What follows belongs to an exercise in optimizing a design on an open flow for small area and a short achievable clock period; a production flow would make more cautious choices. In this exercise RTL edits were held to simulation tests only and were not proved equivalent to the original. Power and IR drop assume default switching activity.

## design/flow/run.sh

```bash
#!/bin/bash
# synth_recipe.tcl (not shown) runs the flow's synth.tcl, then flattens the netlist and writes it again
# the make line also repeats each setting of config.mk as NAME=value (left out here)
make -C /OpenROAD-flow-scripts/flow DESIGN_CONFIG=/design/flow/config.mk WORK_HOME=/design/flow/orfs CLKGATE_MAP_FILE= SYNTH_SCRIPT=/design/flow/synth_recipe.tcl finish
```

## design/flow/config.mk

```make
export PLATFORM = sky130hd
export DESIGN_NAME = exec_stage
export DESIGN_NICKNAME = exec_stage
export VERILOG_FILES = /design/flow/design.v
export SDC_FILE = /design/flow/constraint.sdc
export NUM_CORES = 4
export LEC_CHECK = 0
export CAP_MARGIN = 20
export CORE_MARGIN = 2
export CORE_UTILIZATION = 30
export SLEW_MARGIN = 20
```

## design/flow/constraint.sdc

```tcl
create_clock -name core_clock -period 8.0 [get_ports {CLK}]
set_input_delay 1.6000 -clock core_clock [delete_from_list [all_inputs] [get_ports {CLK}]]
set_output_delay 1.6000 -clock core_clock [all_outputs]
set_load 0.01 [all_outputs]
```

## design/flow/design.v

```verilog
`default_nettype none
package exec_pkg;
    localparam int XLEN       = 32;
    localparam int OPC_W      = 17;
    localparam int REG_ADDR_W = 5;
    localparam logic [6:0] OPC_OP     = 7'b0110011;
    localparam logic [6:0] OPC_OP_IMM = 7'b0010011;
    localparam logic [6:0] OPC_LUI    = 7'b0110111;
    localparam logic [6:0] OPC_AUIPC  = 7'b0010111;
    localparam logic [6:0] OPC_JAL    = 7'b1101111;
    localparam logic [6:0] OPC_JALR   = 7'b1100111;
    localparam logic [6:0] OPC_LOAD   = 7'b0000011;
    localparam logic [6:0] OPC_STORE  = 7'b0100011;
    localparam logic [6:0] OPC_BRANCH = 7'b1100011;
    localparam logic [6:0] OPC_SYSTEM = 7'b1110011;
    localparam logic [2:0] F3_ADD_SUB = 3'b000;
    localparam logic [2:0] F3_SLL     = 3'b001;
    localparam logic [2:0] F3_SLT     = 3'b010;
    localparam logic [2:0] F3_SLTU    = 3'b011;
    localparam logic [2:0] F3_XOR     = 3'b100;
    localparam logic [2:0] F3_SRL_SRA = 3'b101;
    localparam logic [2:0] F3_OR      = 3'b110;
    localparam logic [2:0] F3_AND     = 3'b111;
    localparam logic [2:0] F3_LB      = 3'b000;
    localparam logic [2:0] F3_LH      = 3'b001;
    localparam logic [2:0] F3_LW      = 3'b010;
    localparam logic [2:0] F3_LBU     = 3'b100;
    localparam logic [2:0] F3_LHU     = 3'b101;
    localparam logic [2:0] F3_SB      = 3'b000;
    localparam logic [2:0] F3_SH      = 3'b001;
    localparam logic [2:0] F3_SW      = 3'b010;
    localparam logic [2:0] F3_BEQ     = 3'b000;
    localparam logic [2:0] F3_BNE     = 3'b001;
    localparam logic [2:0] F3_BLT     = 3'b100;
    localparam logic [2:0] F3_BGE     = 3'b101;
    localparam logic [2:0] F3_BLTU    = 3'b110;
    localparam logic [2:0] F3_BGEU    = 3'b111;
    localparam logic [2:0] F3_JALR    = 3'b000;
    localparam logic [2:0] F3_PRIV    = 3'b000;
    localparam logic [6:0] F7_BASE = 7'b0000000;
    localparam logic [6:0] F7_ALT  = 7'b0100000;
    localparam logic [3:0] EXC_ILLEGAL = 4'd2;
    localparam logic [3:0] EXC_BREAK   = 4'd3;
    localparam logic [3:0] EXC_ECALL   = 4'd11;
    localparam logic [3:0] STRB_B = 4'b0001;
    localparam logic [3:0] STRB_H = 4'b0011;
    localparam logic [3:0] STRB_W = 4'b1111;
    typedef struct packed {
        logic                  valid;
        logic [XLEN-1:0]       pc;
        logic [OPC_W-1:0]      opcode;      
        logic [REG_ADDR_W-1:0] rd;
        logic [REG_ADDR_W-1:0] rs1;
        logic [XLEN-1:0]       rs1_data;
        logic [REG_ADDR_W-1:0] rs2;
        logic [XLEN-1:0]       rs2_data;
        logic [XLEN-1:0]       imm;
    } issue_t;
    typedef struct packed {
        logic                  en;
        logic [REG_ADDR_W-1:0] rd;
        logic [XLEN-1:0]       data;
    } reg_wr_t;
    typedef struct packed {
        logic                  en;
        logic [REG_ADDR_W-1:0] rd;
        logic [XLEN-1:0]       addr;
        logic [3:0]            strb;
        logic                  is_signed;
    } mem_rd_t;
    typedef struct packed {
        logic            en;
        logic [XLEN-1:0] addr;
        logic [3:0]      strb;
        logic [XLEN-1:0] data;
    } mem_wr_t;
    typedef struct packed {
        logic            taken;
        logic            not_taken;
        logic [XLEN-1:0] target;
    } jmp_t;
    typedef struct packed {
        logic       en;
        logic [3:0] code;
    } exc_t;
    localparam issue_t NOP_ISSUE = {1'b0, {XLEN{1'b0}}, OPC_OP_IMM, F3_ADD_SUB, F7_BASE,
                                    {(3*REG_ADDR_W+3*XLEN){1'b0}}};
endpackage
`default_nettype wire
`timescale 1ns/1ps
`default_nettype none
import exec_pkg::*;
module exec_issue_reg (
    input  wire              CLK,
    input  wire              arst_n,
    input  wire              flush,
    input  wire              stall,
    input  wire              mmu_wait,
    input  exec_pkg::issue_t issue_in,
    output exec_pkg::issue_t cur
);
    exec_pkg::issue_t nxt;
    logic   load;
    always_comb begin
        load = 1'b1;
        nxt  = issue_in;
        if (flush) begin
            nxt = NOP_ISSUE;
        end else if (mmu_wait) begin
            load = 1'b0;                 
        end else if (stall) begin
            nxt = NOP_ISSUE;           
        end
    end
    always_ff @(posedge CLK or negedge arst_n) begin
        if (!arst_n) begin
            cur <= NOP_ISSUE;
        end else if (load) begin
            cur <= nxt;
        end
    end
endmodule
`default_nettype wire
`timescale 1ns/1ps
`default_nettype none
import exec_pkg::*;
module exec_int_unit (
    input  exec_pkg::issue_t  cur,
    output exec_pkg::reg_wr_t reg_wr
);
    logic [XLEN-1:0]        imm_i;
    logic [XLEN-1:0]        imm_u;
    logic signed [XLEN-1:0] rs1_s;
    logic signed [XLEN-1:0] rs2_s;
    logic signed [XLEN-1:0] imm_s;
    logic [XLEN-1:0]        result;
    logic                   hit;
    assign imm_i = {{(XLEN-12){cur.imm[11]}}, cur.imm[11:0]};
    assign imm_u = {cur.imm[31:12], 12'b0};
    assign rs1_s = cur.rs1_data;
    assign rs2_s = cur.rs2_data;
    assign imm_s = imm_i;
    always_comb begin
        hit    = 1'b1;
        result = '0;
        casez (cur.opcode)
            {OPC_OP, F3_ADD_SUB, F7_BASE}:   result = cur.rs1_data + cur.rs2_data;
            {OPC_OP, F3_ADD_SUB, F7_ALT}:    result = cur.rs1_data - cur.rs2_data;
            {OPC_OP, F3_AND, F7_BASE}:       result = cur.rs1_data & cur.rs2_data;
            {OPC_OP, F3_OR, F7_BASE}:        result = cur.rs1_data | cur.rs2_data;
            {OPC_OP, F3_XOR, F7_BASE}:       result = cur.rs1_data ^ cur.rs2_data;
            {OPC_OP, F3_SLL, F7_BASE}:       result = cur.rs1_data << cur.rs2_data[4:0];
            {OPC_OP, F3_SRL_SRA, F7_BASE}:   result = cur.rs1_data >> cur.rs2_data[4:0];
            {OPC_OP, F3_SRL_SRA, F7_ALT}:    result = rs1_s >>> cur.rs2_data[4:0];
            {OPC_OP, F3_SLT, F7_BASE}: begin
                result = {{(XLEN-1){1'b0}}, rs1_s < rs2_s};
            end
            {OPC_OP, F3_SLTU, F7_BASE}: begin
                result = {{(XLEN-1){1'b0}}, cur.rs1_data < cur.rs2_data};
            end
            {OPC_OP_IMM, F3_ADD_SUB, 7'b???????}: result = cur.rs1_data + imm_i;
            {OPC_OP_IMM, F3_AND, 7'b???????}:     result = cur.rs1_data & imm_i;
            {OPC_OP_IMM, F3_OR, 7'b???????}:      result = cur.rs1_data | imm_i;
            {OPC_OP_IMM, F3_XOR, 7'b???????}:     result = cur.rs1_data ^ imm_i;
            {OPC_OP_IMM, F3_SLL, F7_BASE}:        result = cur.rs1_data << cur.imm[4:0];
            {OPC_OP_IMM, F3_SRL_SRA, F7_BASE}:    result = cur.rs1_data >> cur.imm[4:0];
            {OPC_OP_IMM, F3_SRL_SRA, F7_ALT}:     result = rs1_s >>> cur.imm[4:0];
            {OPC_OP_IMM, F3_SLT, 7'b???????}: begin
                result = {{(XLEN-1){1'b0}}, rs1_s < imm_s};
            end
            {OPC_OP_IMM, F3_SLTU, 7'b???????}: begin
                result = {{(XLEN-1){1'b0}}, cur.rs1_data < imm_i};
            end
            {OPC_LUI, 10'b??????????}:            result = imm_u;
            {OPC_AUIPC, 10'b??????????}:          result = cur.pc + imm_u;
            {OPC_JAL, 10'b??????????}:            result = cur.pc + 32'd4;    
            {OPC_JALR, F3_JALR, 7'b???????}:      result = cur.pc + 32'd4;
            default: begin
                hit = 1'b0;
            end
        endcase
    end
    assign reg_wr.en   = hit;
    assign reg_wr.rd   = hit ? cur.rd : '0;
    assign reg_wr.data = result;
endmodule
`default_nettype wire
`timescale 1ns/1ps
`default_nettype none
import exec_pkg::*;
module exec_lsu_addr (
    input  exec_pkg::issue_t  cur,
    output exec_pkg::mem_rd_t mem_rd,
    output exec_pkg::mem_wr_t mem_wr
);
    logic [XLEN-1:0] ea;
    assign ea = cur.rs1_data + {{(XLEN-12){cur.imm[11]}}, cur.imm[11:0]};
    always_comb begin
        mem_rd = '0;
        case (cur.opcode[16:7])
            {OPC_LOAD, F3_LB}:  mem_rd = {1'b1, cur.rd, ea, STRB_B, 1'b1};
            {OPC_LOAD, F3_LBU}: mem_rd = {1'b1, cur.rd, ea, STRB_B, 1'b0};
            {OPC_LOAD, F3_LH}:  mem_rd = {1'b1, cur.rd, ea, STRB_H, 1'b1};
            {OPC_LOAD, F3_LHU}: mem_rd = {1'b1, cur.rd, ea, STRB_H, 1'b0};
            {OPC_LOAD, F3_LW}:  mem_rd = {1'b1, cur.rd, ea, STRB_W, 1'b0};   
            default: begin
                mem_rd = '0;
            end
        endcase
    end
    always_comb begin
        mem_wr = '0;
        case (cur.opcode[16:7])
            {OPC_STORE, F3_SB}: mem_wr = {1'b1, ea, STRB_B, cur.rs2_data};
            {OPC_STORE, F3_SH}: mem_wr = {1'b1, ea, STRB_H, cur.rs2_data};
            {OPC_STORE, F3_SW}: mem_wr = {1'b1, ea, STRB_W, cur.rs2_data};
            default: begin
                mem_wr = '0;
            end
        endcase
    end
endmodule
`default_nettype wire
`timescale 1ns/1ps
`default_nettype none
import exec_pkg::*;
module exec_branch (
    input  exec_pkg::issue_t cur,
    output exec_pkg::jmp_t   jmp
);
    logic [6:0]             major;
    logic [2:0]             f3;
    logic signed [XLEN-1:0] rs1_s;
    logic signed [XLEN-1:0] rs2_s;
    logic [XLEN-1:0]        imm_b;
    logic [XLEN-1:0]        imm_j;
    logic [XLEN-1:0]        jalr_sum;
    logic                   cond;
    logic                   is_br;
    assign major    = cur.opcode[16:10];
    assign f3       = cur.opcode[9:7];
    assign rs1_s    = cur.rs1_data;
    assign rs2_s    = cur.rs2_data;
    assign imm_b    = {{(XLEN-13){cur.imm[12]}}, cur.imm[12:1], 1'b0};
    assign imm_j    = {{(XLEN-21){cur.imm[20]}}, cur.imm[20:1], 1'b0};
    assign jalr_sum = cur.rs1_data + {{(XLEN-12){cur.imm[11]}}, cur.imm[11:0]};
    always_comb begin
        is_br = (major == OPC_BRANCH);
        cond  = 1'b0;
        case (f3)
            F3_BEQ:  cond = cur.rs1_data == cur.rs2_data;
            F3_BNE:  cond = cur.rs1_data != cur.rs2_data;
            F3_BLT:  cond = rs1_s < rs2_s;
            F3_BGE:  cond = rs1_s >= rs2_s;
            F3_BLTU: cond = cur.rs1_data < cur.rs2_data;
            F3_BGEU: cond = cur.rs1_data >= cur.rs2_data;
            default: is_br = 1'b0;       
        endcase
    end
    always_comb begin
        jmp = '0;
        if (is_br) begin
            jmp = {cond, !cond, cur.pc + imm_b};
        end else if (major == OPC_JAL) begin
            jmp = {1'b1, 1'b0, cur.pc + imm_j};
        end else if (major == OPC_JALR && f3 == F3_JALR) begin
            jmp = {1'b1, 1'b0, {jalr_sum[XLEN-1:1], 1'b0}};
        end
    end
endmodule
`default_nettype wire
`timescale 1ns/1ps
`default_nettype none
import exec_pkg::*;
module exec_trap (
    input  exec_pkg::issue_t cur,
    input  logic             reg_wr_en,
    input  logic             mem_rd_en,
    input  logic             mem_wr_en,
    input  logic             jmp_taken,
    input  logic             jmp_not_taken,
    output exec_pkg::exc_t   exc
);
    logic is_env;
    logic claimed;
    assign is_env  = (cur.opcode == {OPC_SYSTEM, F3_PRIV, F7_BASE});
    assign claimed = reg_wr_en | mem_rd_en | mem_wr_en | jmp_taken | jmp_not_taken;
    always_comb begin
        exc = '0;
        if (is_env) begin
            exc.en   = 1'b1;
            exc.code = (cur.imm[11:0] == 12'b0) ? EXC_ECALL : EXC_BREAK;
        end else if (!claimed) begin
            exc.en   = 1'b1;
            exc.code = EXC_ILLEGAL;
        end
    end
endmodule
`default_nettype wire
`timescale 1ns/1ps
`default_nettype none
import exec_pkg::*;
module exec_top (
    input  wire                       CLK,
    input  wire                       arst_n,
    input  wire                       flush,
    input  wire                       stall,
    input  wire                       mmu_wait,
    input  exec_pkg::issue_t          issue,
    output logic                      exec_valid,
    output logic [exec_pkg::XLEN-1:0] exec_pc,
    output exec_pkg::reg_wr_t         reg_wr,
    output exec_pkg::mem_rd_t         mem_rd,
    output exec_pkg::mem_wr_t         mem_wr,
    output exec_pkg::jmp_t            jmp,
    output exec_pkg::exc_t            exc
);
    exec_pkg::issue_t cur;     
    exec_issue_reg u_issue_reg (
        .CLK      (CLK),
        .arst_n   (arst_n),
        .flush    (flush),
        .stall    (stall),
        .mmu_wait (mmu_wait),
        .issue_in (issue),
        .cur      (cur)
    );
    exec_int_unit u_int_unit (
        .cur    (cur),
        .reg_wr (reg_wr)
    );
    exec_lsu_addr u_lsu_addr (
        .cur    (cur),
        .mem_rd (mem_rd),
        .mem_wr (mem_wr)
    );
    exec_branch u_branch (
        .cur (cur),
        .jmp (jmp)
    );
    exec_trap u_trap (
        .cur           (cur),
        .reg_wr_en     (reg_wr.en),
        .mem_rd_en     (mem_rd.en),
        .mem_wr_en     (mem_wr.en),
        .jmp_taken     (jmp.taken),
        .jmp_not_taken (jmp.not_taken),
        .exc           (exc)
    );
    assign exec_valid = cur.valid;
    assign exec_pc    = cur.pc;
endmodule
`default_nettype wire
`timescale 1ns/1ps
`default_nettype none
module exec_stage (
    input  wire         CLK,
    input  wire         arst_n,
    input  wire         flush,
    input  wire         stall,
    input  wire         mmu_wait,
    input  wire         issue_valid,
    input  wire [31:0]  issue_pc,
    input  wire [16:0]  issue_opcode,
    input  wire [4:0]   issue_rd,
    input  wire [4:0]   issue_rs1,
    input  wire [31:0]  issue_rs1_data,
    input  wire [4:0]   issue_rs2,
    input  wire [31:0]  issue_rs2_data,
    input  wire [31:0]  issue_imm,
    output wire         exec_valid,
    output wire [31:0]  exec_pc,
    output wire         reg_wr_en,
    output wire [4:0]   reg_wr_rd,
    output wire [31:0]  reg_wr_data,
    output wire         mem_rd_en,
    output wire [4:0]   mem_rd_rd,
    output wire [31:0]  mem_rd_addr,
    output wire [3:0]   mem_rd_strb,
    output wire         mem_rd_signed,
    output wire         mem_wr_en,
    output wire [31:0]  mem_wr_addr,
    output wire [3:0]   mem_wr_strb,
    output wire [31:0]  mem_wr_data,
    output wire         jmp_taken,
    output wire         jmp_not_taken,
    output wire [31:0]  jmp_target,
    output wire         exc_en,
    output wire [3:0]   exc_code
);
    exec_pkg::issue_t  issue;
    exec_pkg::reg_wr_t reg_wr;
    exec_pkg::mem_rd_t mem_rd;
    exec_pkg::mem_wr_t mem_wr;
    exec_pkg::jmp_t    jmp;
    exec_pkg::exc_t    exc;
    assign issue = {issue_valid, issue_pc, issue_opcode, issue_rd, issue_rs1,
                     issue_rs1_data, issue_rs2, issue_rs2_data, issue_imm};
    exec_top u_exec (
        .CLK        (CLK),
        .arst_n     (arst_n),
        .flush      (flush),
        .stall      (stall),
        .mmu_wait   (mmu_wait),
        .issue      (issue),
        .exec_valid (exec_valid),
        .exec_pc    (exec_pc),
        .reg_wr     (reg_wr),
        .mem_rd     (mem_rd),
        .mem_wr     (mem_wr),
        .jmp        (jmp),
        .exc        (exc)
    );
    assign {reg_wr_en, reg_wr_rd, reg_wr_data} = reg_wr;
    assign {mem_rd_en, mem_rd_rd, mem_rd_addr, mem_rd_strb, mem_rd_signed} = mem_rd;
    assign {mem_wr_en, mem_wr_addr, mem_wr_strb, mem_wr_data} = mem_wr;
    assign {jmp_taken, jmp_not_taken, jmp_target} = jmp;
    assign {exc_en, exc_code} = exc;
endmodule
`default_nettype wire
```

==> impl_metrics.yaml <==
sta:
  whs_ps: 525
  fin_skew_ps: 0
  tns_ps: 0
  slew_violations: 0
  fin_crit_sh_pct: 95.9
  rsz0062_at_grt: "no"
  clock.fmax_mhz: 130
  min_period_ps: 7680
  tightest_slew_ps: 1180
  relSlewSlack_pct: 21.1
  setup_viol: 0
  hold_violations: 0
clock_tree:
  cts_setup_buffers: 0
  numCtsBuffers: 17
  cts_tree: "yes"
  clkTransAtPathRegs_ps: 70
  cts.root.buffer_cell: "clkbuf_16"
  cts_sinks: 151
  hold_buffers: 0
  h-tree-depth: 4
  cts-resized-gates: 0
  clockBufferDepth: 2
  insertion_delay_ps: 510
yosys:
  synth_nets: 3975
  synthArstFlopShare_pct: 100
  avgSynthCellArea_um2: 7.17
  yosysWarnings: 5
  yosysUniqueCellTypes: 100
  yosysMostFrequentCell: "nor2_1"
  yosysSeqAreaShare_pct: 14.6
  ys_seq_elements: 151
  ys.flop_type: "dfrtp_1"
  syn_area_mm2: 0.0260
  yosys-top-cells-area: "dfrtp_1, ha_1, a21oi_1"
  yosys.area.top_type: "dfrtp_1"
  syn_inst: 3619
  synth_commonest_cells: "nor2_1, a21oi_1, nand2_1"
  synth.top_cell.area_share_pct: 14.3
  synth_edf_count: 0
die:
  initial_core_util_pct: 30.4
  rows: 107
  fp.dieW_um: 298
  num_io_pins: 388
  die_y_um: 298
  fp.coreArea_mm2: 0.0854
  die-area_mm2: 0.0889
cells_and_area:
  top_register: "u_exec.u_issue_reg.cur"
  drive_above_1_share_pct: 7.37
  largest_register_ffs: 151
  area_delta_synth_final_pct: 22.1
  regArea_mm2: 0.00378
  fill_cells: 9194
  reg.largest.list: "u_exec.u_issue_reg.cur x151"
  utilization_pct: 37.1
  finalNetCount: 4225
  multi_input_area_mm2: 0.0203
routing:
  wire_per_inst_um: 31.3
  postRouteWirelength_um: 157000
  first_pass_iters: 8
  vias: 32903
  drtIter0Drc: 5145
  drc_errors: 0
  ant_nets: 0
  viasPerCell: 6.54
setup_path:
  worstSetupPathType: "register to primary output"
  critPathCaptureType: "primary output"
  worst_ep_required_time_ps: 6400
  start_kind: "register"
  cp_data_arrival_time_ps: 6080
  path_max_fanout: 18
placement:
  place_congestion: 1.12
  io_buffers: 376
  dpl.hpwl_um: 123000
power_and_ir_drop:
  powerDensity_mw_per_mm2: 99.9
  leakage_nw: 13.1
  peakVddDrop_v: 0.000167
  finalPower_mw: 3.17
grt:
  grt_use_total_pct: 33.8
  grt_max_degree: 144
  grt_pass1_vias: 30494
  grt_pass1_wl_um: 221000
  globalRouteOverflowTotal: 0
  antenna_found_initial: 8
hold_path:
  hp-class: "register to register"
job:
  drv_cap: 0
run_status:
  status: "timing/DRC/antenna clean"
final cells by class:
cell class / instances / share of cell area (%)
Clock buffer: 20 / 1.44
Sequential cell: 151 / 11.9
Inverter: 146 / 1.73
Timing Repair Buffer: 539 / 15.9
Clock inverter: 12 / 0.442
Multi-Input combinational cell: 3014 / 64.0
Antenna cell: 3 / 0.0237
Tap cell: 1144 / 4.52
path summary, 6_finish.rpt:
kind                                                  start                          end  slack [ps]  depth (start not counted)
worst max-delay path            u_exec.u_issue_reg.cur[125]              reg_wr_data[12]         320                         11
worst min-delay path            u_exec.u_issue_reg.cur[160]  u_exec.u_issue_reg.cur[160]         520                          1
worst max register to register   u_exec.u_issue_reg.cur[70]   u_exec.u_issue_reg.cur[70]        6150                          2
worst min register to register  u_exec.u_issue_reg.cur[160]  u_exec.u_issue_reg.cur[160]         520                          1
max in group asynchronous                            arst_n   u_exec.u_issue_reg.cur[48]        5750                          2
min in group asynchronous                            arst_n   u_exec.u_issue_reg.cur[76]         970                          1
critical path: stages (launching register included):
cell,delay (ps)
dfstp_2,800
nor2b_1,610
and4_1,470
nand3_1,280
nand2_1,680
a21oi_1,240
a32o_1,270
a221oi_1,920
a222oi_1,430
inv_1,120
a211o_1,160
clkdlybuf4s50_1,560
report_power, final:
group | internal [mW] | switching, mW | total, mW | leakage, nW
clock | 0.480 | 0.420 | 0.900 | 0.295
combinational | 0.492 | 0.894 | 1.39 | 10.8
sequential | 0.791 | 0.0890 | 0.880 | 2.05
per-stage QoR:
stage               worst slack [ps]  instance area, µm²  cells
global route                     322               31700   5026
finish                           324               31700   5029
floorplan                       2070               26000   3619
CTS                              569               31700   5026
detailed placement              1160               31100   4994
global placement                1150               31100   4993
per-layer routing:
layer	wire length (µm)	track usage (%)
met1	59900	41.9
met2	66200	51.0
met3	19500	10.5
met4	11800	20.6
met5	54	0
placed cells by master, fill, tap and decap left out, types with 86 or more instances in the layout:
master / synthesis / routed
clkdlybuf4s50_1: 0 / 375
nor2_1: 351 / 350
a21oi_1: 323 / 323
nand2_1: 312 / 312
o21ai_0: 239 / 238
ha_1: 185 / 185
buf_4: 46 / 159
dfrtp_1: 148 / 148
inv_1: 144 / 144
mux2i_1: 145 / 144
nand3_1: 112 / 111
a22o_1: 101 / 101
xnor2_1: 86 / 86
cells by family (layout without fill, tap and decap cells):
group           after synthesis  in the layout  share of synthesized area [%]
fa+ha+maj                   190            190                           9.30
other cells                   1              4                         0.0144
flops                       151            151                           14.6
compound gates             1336           1336                           35.0
simple gates               1182           1182                           22.0
mux                         175            175                           7.15
buf+inv                     454            717                           7.53
xor+xnor                    130            130                           4.39

## re-timing with driven ports
No port has a modelled driver above. Below, the same layout with a new extraction and two added sets of constraints.
Step 1 assumes that a clkbuf_16 drives the clock port and a buf_2 every other input.
Step 2 adds t to the input delays and takes it off the output delays; t is the mean of the earliest and latest rising clock arrival at the registers after step 1. Input paths then give back, and output paths get back, about the clock's delay inside the block.
a / b / c = no drivers / after step 1 / after step 2; a / b = the first two.
shift t [ns]: 0.576
slack for setup (ns): 0.324 / 0.257 / 0.832
hold WS [ns]: 0.525 / 0.525 / 0.525
clock arrival spread, ns: 0.028 / 0.029
worst register clock-pin slew, ns: 0.08 / 0.08
After both steps setup and hold are still met in this run. The setup slack of this run moves by -0.067 ns with the drivers and by +0.508 ns with both steps.
